Background: an optimization exercise with open tools, aiming at small area and a short achievable clock period. Do not read the settings as production practice.
Function was checked by simulation only, so behaviour that the tests miss may differ from the original.

==> flow/design.v <==
module fixed_order_selector #(
  parameter int  SAMPLE_W   = 16,
  parameter int  BLOCK_SIZE = 4096,
  parameter int  MAX_ORDER  = 4,
  localparam int RES_W      = SAMPLE_W + MAX_ORDER,
  localparam int IDX_W      = $clog2(BLOCK_SIZE),
  localparam int SUM_W      = RES_W + IDX_W
) (
  input  logic                       iClock,
  input  logic                       iReset_n,
  input  logic                       iEnable,
  input  logic signed [SAMPLE_W-1:0] iSample,
  output logic [2:0]                 oBest,
  output logic [SUM_W-1:0]           oBestSum,
  output logic                       oValid,
  output logic                       oBlockStart
);
  localparam int W0 = SAMPLE_W;
  localparam int W1 = SAMPLE_W + 1;
  localparam int W2 = SAMPLE_W + 2;
  localparam int W3 = SAMPLE_W + 3;
  localparam int W4 = SAMPLE_W + 4;
  localparam int A0 = SAMPLE_W + IDX_W;        
  localparam int A1 = SAMPLE_W + IDX_W;        
  localparam int A2 = SAMPLE_W + IDX_W + 1;    
  localparam int A3 = SAMPLE_W + IDX_W + 2;    
  localparam int A4 = SAMPLE_W + IDX_W + 3;    
  localparam int BW = A4;
  logic [IDX_W-1:0] idx_r;
  logic             en_r;
  logic [W0-1:0]    x_r;
  logic [2:0]       pos0;    
  logic             last0;   
  always_ff @(posedge iClock or negedge iReset_n) begin
    if (!iReset_n) begin
      idx_r <= '0;
      en_r  <= 1'b0;
    end else begin
      en_r <= iEnable;
      if (iEnable) idx_r <= idx_r + 1'b1;
    end
  end
  always_ff @(posedge iClock) begin
    x_r   <= iSample;
    pos0  <= (idx_r < 5) ? idx_r[2:0] : 3'd5;
    last0 <= &idx_r;
  end
  assign oBlockStart = (idx_r == '0);
  logic [W1-1:0] d1;
  logic [W2-1:0] d2;
  logic [W3-1:0] d3;
  logic [W4-1:0] d4;
  logic [W0-1:0] p0;
  logic [W1-1:0] p1;
  logic [W2-1:0] p2;
  logic [W3-1:0] p3;
  logic          v1, v2, v3, v4;
  logic [2:0]    pos1, pos2, pos3, pos4;
  always_ff @(posedge iClock) begin
    v1 <= en_r;
    v2 <= v1;
    v3 <= v2;
    v4 <= v3;
    pos1 <= pos0;
    pos2 <= pos1;
    pos3 <= pos2;
    pos4 <= pos3;
    d1 <= {x_r[W0-1], x_r} - {p0[W0-1], p0};
    d2 <= {d1[W1-1], d1} - {p1[W1-1], p1};
    d3 <= {d2[W2-1], d2} - {p2[W2-1], p2};
    d4 <= {d3[W3-1], d3} - {p3[W3-1], p3};
    if (en_r) p0 <= x_r;
    if (v1)   p1 <= d1;
    if (v2)   p2 <= d2;
    if (v3)   p3 <= d3;
  end
  logic [A0-1:0] acc0;
  logic [A1-1:0] acc1;
  logic [A2-1:0] acc2;
  logic [A3-1:0] acc3;
  logic [A4-1:0] acc4;
  logic [A0:0] sum0;
  logic [A1:0] sum1;
  logic [A2:0] sum2;
  logic [A3:0] sum3;
  logic [A4:0] sum4;
  always_comb begin
    sum0 = {acc0 & {A0{pos0 != 3'd0}}, 1'b1} + {{(A0-W0){1'b0}}, x_r ^ {W0{x_r[W0-1]}}, x_r[W0-1]};
    sum1 = {acc1 & {A1{pos1 != 3'd1}}, 1'b1} + {{(A1-W1){1'b0}}, d1 ^ {W1{d1[W1-1]}}, d1[W1-1]};
    sum2 = {acc2 & {A2{pos2 != 3'd2}}, 1'b1} + {{(A2-W2){1'b0}}, d2 ^ {W2{d2[W2-1]}}, d2[W2-1]};
    sum3 = {acc3 & {A3{pos3 != 3'd3}}, 1'b1} + {{(A3-W3){1'b0}}, d3 ^ {W3{d3[W3-1]}}, d3[W3-1]};
    sum4 = {acc4 & {A4{pos4 != 3'd4}}, 1'b1} + {{(A4-W4){1'b0}}, d4 ^ {W4{d4[W4-1]}}, d4[W4-1]};
  end
  always_ff @(posedge iClock) begin
    if (en_r)                  acc0 <= sum0[A0:1];
    if (v1 && pos1 >= 3'd1)    acc1 <= sum1[A1:1];
    if (v2 && pos2 >= 3'd2)    acc2 <= sum2[A2:1];
    if (v3 && pos3 >= 3'd3)    acc3 <= sum3[A3:1];
    if (v4 && pos4 >= 3'd4)    acc4 <= sum4[A4:1];
  end
  logic [4:0]    ph;
  logic [BW-1:0] best;
  logic [2:0]    best_i;
  logic [BW-1:0] cand;
  logic          lt;
  always_ff @(posedge iClock or negedge iReset_n) begin
    if (!iReset_n) begin
      ph     <= '0;
      oValid <= 1'b0;
    end else begin
      ph     <= {ph[3:0], en_r & last0};
      oValid <= ph[4];
    end
  end
  always_comb begin
    cand = ({BW{ph[1]}} & {{(BW-A1){1'b0}}, acc1})
         | ({BW{ph[2]}} & {{(BW-A2){1'b0}}, acc2})
         | ({BW{ph[3]}} & {{(BW-A3){1'b0}}, acc3})
         | ({BW{ph[4]}} & acc4);
    lt = cand < best;
  end
  always_ff @(posedge iClock) begin
    if (ph[0]) begin
      best   <= {{(BW-A0){1'b0}}, acc0};
      best_i <= 3'd0;
    end else if ((ph[1] | ph[2] | ph[3] | ph[4]) && lt) begin
      best   <= cand;
      best_i <= {ph[4], ph[2] | ph[3], ph[1] | ph[3]};
    end
  end
  assign oBest    = best_i;
  assign oBestSum = {{(SUM_W-BW){1'b0}}, best};
endmodule
==> flow/run.sh <==
#!/bin/bash
# synth_recipe.tcl (not shown) runs the flow's synth.tcl, then flattens the netlist and writes it again
# the make line also repeats each setting of config.mk as NAME=value (left out here)
make -C /OpenROAD-flow-scripts/flow DESIGN_CONFIG=/design/flow/config.mk WORK_HOME=/design/flow/orfs CLKGATE_MAP_FILE= SYNTH_SCRIPT=/design/flow/synth_recipe.tcl finish
==> flow/config.mk <==
export PLATFORM = sky130hd
export DESIGN_NAME = fixed_order_selector
export DESIGN_NICKNAME = fixed_order_selector
export VERILOG_FILES = /design/flow/design.v
export SDC_FILE = /design/flow/constraint.sdc
export NUM_CORES = 4
export LEC_CHECK = 0
export CAP_MARGIN = 20
export CORE_MARGIN = 2
export CORE_UTILIZATION = 40
export SLEW_MARGIN = 20
==> flow/constraint.sdc <==
create_clock -name core_clock -period 11.0 [get_ports {iClock}]
set_input_delay 2.2000 -clock core_clock [delete_from_list [all_inputs] [get_ports {iClock}]]
set_output_delay 2.2000 -clock core_clock [all_outputs]
set_load 0.01 [all_outputs]
==> out/qor.csv <==
stage,metric,value,unit
synthesis,Mapped Nets,2441,
drt,Total Wirelength,56460,um
global_routing,largest net degree at the start of global routing,47,
critical_path,WP buf/inv,1,
drt,vias per cell,5.388,
run,max-cap viol count,0,
synthesis,number of synthesized flops with an enable pin,244,
finish,Syn-to-layout area delta,12.75,%
floorplan,Die X,242.3,um
finish,diode count,0,
drt,via count,16630,
placed_design,placed instance area,24090,sq um
finish,share of cells above drive strength 1,6.564,%
floorplan,core box area,56280,sq um
drt,DR iter-0 viols,1116,
clocking,"Hold-fix buffers, CTS",0,
critical_path,Critical Path AT,2.42,ns
sta,Final TNS setup,0,ns
floorplan,I/O Pins,56,
clocking,Clock Sink Count,379,
global_routing,vias in the first global route,16180,
floorplan,initial core utilization,40.35,%
synthesis,Synth Register Bits,379,
sta,Tcrit/Tclk final,42.01,%
critical_path,"Data required, critical path",8.80,ns
synthesis,"area leader, netlist",edfxtp_1,
drt,DR pass1 iterations,5,
global_routing,first-pass GRT wire length,89080,um
critical_path,"CP delay by family, top",simple AND/OR/NAND/NOR gates,
clocking,clock-pin slew on the worst setup and hold paths,0.06,ns
sta,fin crit period,4.622,ns
clocking,post-CTS setup buffers,0,
sta,hold violation total from the final report,0,
synthesis,Cells after Synth,2230,
placed_design,DP Wirelength,42580,um
synthesis,post-synth top area share,32.27,%
synthesis,"Async S/R FF share, synth",5.013,%
status,outcome,"complete, no violations",
drt,Final ANT Viol Nets,0,
critical_path,Setup crit start kind,flop,
clocking,root buffer selected by CTS,clkbuf_16,
critical_path,critical path endpoint,oBlockStart,
clocking,post-cts gate resize count,0,
sta,clk_skew,0.02863,ns
sta,Fmax,216.4,MHz
critical_path,Critical path origin,idx_r[9],
finish,most frequent cells in the layout,"edfxtp_1 (244), ha_1 (188), inv_1 (154)",
critical_path,Worst R2R Setup Slack,6.55,ns
global_routing,Global Route Usage Sum,19.06,%
sta,setup violators final,0,
critical_path,Crit path largest cell delay,0.56,ns
placed_design,port bufs,54,
drt,Avg WL per Cell,18.29,um
sta,final hold slack,0.3669,ns
finish,post-route design area,25600,sq um
synthesis,Synth Cell Area,22710,sq um
synthesis,"top cells by area, synth","edfxtp_1 (32%), ha_1 (10%), dfxtp_1 (10%), xor2_1 (5.2%), xnor2_1 (4.7%)",
sta,worst-margin pin slew,1.056,ns
critical_path,kind of critical path,flop to output pin,
sta,Slew HR,29.61,%
synthesis,Syn. warnings,1,
clocking,CTS tree,yes,
global_routing,global route overflow,0,
critical_path,crit-path max FO,4,
critical_path,reg2reg start,ph[2],
sta,RSZ-0062 raised after global routing,false,
synthesis,post-synthesis cell type count,85,
critical_path,worst r2r dst,best[0],
placed_design,final RePlAce weighted congestion,0.8896,
synthesis,Mapped Avg Cell Area,10.18,sq um
critical_path,crit end category,output pin,
synthesis,main flop type after synthesis,edfxtp_1,
critical_path,reg2reg path depth,10,
critical_path,CP Depth,5,
synthesis,register area share after synthesis,44.59,%
critical_path,critical path's slowest cell,clkdlybuf4s50_1,
drt,number of remaining DRC errors,0,
hold_path,Min-Delay Path Class,flop to flop,
finish,area of the multi-input gates,11810,sq um
floorplan,die height,242.3,um
clocking,H-tree Lvls,2,
floorplan,full die area,58690,sq um
global_routing,initial antenna violation count,0,
sta,"Slew Viols, Final",0,
clocking,later-pin clock latency in the skew report,0.60,ns
clocking,Max Buffers Root-to-Sink,3,
finish,Final nets,2505,
critical_path,crit path cell chain,nor4_1 -> nand3_1 -> or2_2 -> nor2_1 -> clkdlybuf4s50_1,
floorplan,site row count,87,
hold_path,HP Start,pos1[1],
finish,area occupied by registers,10130,sq um
clocking,Num CTS Buffers,45,
finish,"most common cell after layout, fill and taps aside",edfxtp_1,
finish,Fillers,5290,
## stage by stage
| stage | util (%) | std cells | worst slack (ns) |
|---|---|---|---|
| 6_report | 45.49 | 3087 | 6.378 |
| 5_1_grt | 45.49 | 3087 | 6.191 |
| 4_1_cts | 45.43 | 3084 | 6.294 |
| 3_5_place_dp | 42.80 | 3000 | 6.471 |
| 3_3_place_gp | 42.80 | 3000 | 6.581 |
| 2_1_floorplan | - | 2230 | 7.475 |
## worst reg2reg max path: cells and delay by family, from the launching register on
kind	cells	cell delay, ns
DFF	1	1.00
AOI/OAI and AO/OA	6	1.95
adders and majority gates	1	0.24
buffers and inverters	1	0.05
and+or+nand+nor	2	0.82
## layer usage
layer	global-route usage (%)	up-vias	part of all wire [%]
li1	-	8160	-
met1	26.34	7974	46
met2	30.29	406	45
met3	2.493	94	5.3
met4	7.571	0	3.7
met5	0	-	0
## final cells by class
cell class              instances  area share [%]
inverters                     154           2.258
well taps                     756           3.695
repair buffers                 69           2.590
multi-input cells            1645           46.12
flip-flops and latches        379           39.56
clock buffers                  64           5.073
clock inverters                20          0.7087
## cells by family (layout without fill, tap and decap cells)
family,after synthesis,after routing,share of synthesized area [%]
simple gates,651,651,14.58
xor+xnor,256,256,9.875
other cells,1,1,0.01652
buf+inv,206,307,3.444
compound gates,503,503,14.76
fa+ha+maj,192,192,10.71
mux,42,42,2.022
flops,379,379,44.59
## flip-flops by register name, indices dropped and copies added (netlist names), 12 cells and up
name and count:
idx_r 12, d4 20, acc2 29, x_r 16
p2 18, d2 18, d1 17, d3 19
acc4 31, acc0 28, acc1 28, acc3 30
p1 17, best 31, p0 16, p3 19
## synthesized netlist by cell type, drive strengths merged (11+ instances only)
| library cell | count |
|---|---|
| dfrtp | 19 |
| nor2b | 52 |
| ha | 188 |
| mux2 | 31 |
| a22oi | 58 |
| or3 | 19 |
| a211oi | 21 |
| a21oi | 130 |
| nand2 | 147 |
| xnor2 | 121 |
| a21boi | 18 |
| clkbuf | 37 |
| or2 | 12 |
| o21a | 22 |
| nand3 | 41 |
| o211ai | 13 |
| dfxtp | 116 |
| nor2 | 147 |
| a21o | 43 |
| buf | 15 |
| o21ai | 93 |
| o31ai | 12 |
| and3 | 27 |
| edfxtp | 244 |
| inv | 154 |
| nand2b | 17 |
| nor3b | 12 |
| a31oi | 11 |
| and2 | 84 |
| nand4 | 24 |
| xor2 | 135 |
| mux2i | 11 |
| o21bai | 14 |
| nor3 | 42 |
## worst min-delay path by stage
stage	end	cells after the start
6_report	pos2[1]	0
5_1_grt	pos2[2]	0
4_1_cts	pos2[2]	0
3_5_place_dp	pos2[2]	0
3_3_place_gp	pos2[2]	0
2_1_floorplan	pos3[0]	0

static timing again, ports no longer ideal:
No port has a modelled driver above. Below, the same layout with a new extraction and two added sets of constraints.
Step 1 assumes that a clkbuf_16 drives the clock port and a buf_2 every other input.
Step 2 times the ports against the registers' clock, not the clock port: input delays grow and output delays shrink by t, the midpoint of the rising clock arrivals with the driver on.
a / b / c = ideal / step 1 / step 2; a / b = the first two.
t (ns): 0.641
setup WS [ns]: 6.378 / 6.319 / 6.547
clock arrival spread, ns: 0.031 / 0.031
worst register clock-pin slew, ns: 0.06 / 0.06
pins driven straight from the clock port: 1
After both steps this run still meets setup and hold. For this run, drivers alone change the setup slack by -0.059 ns; drivers and shift together by +0.169 ns.
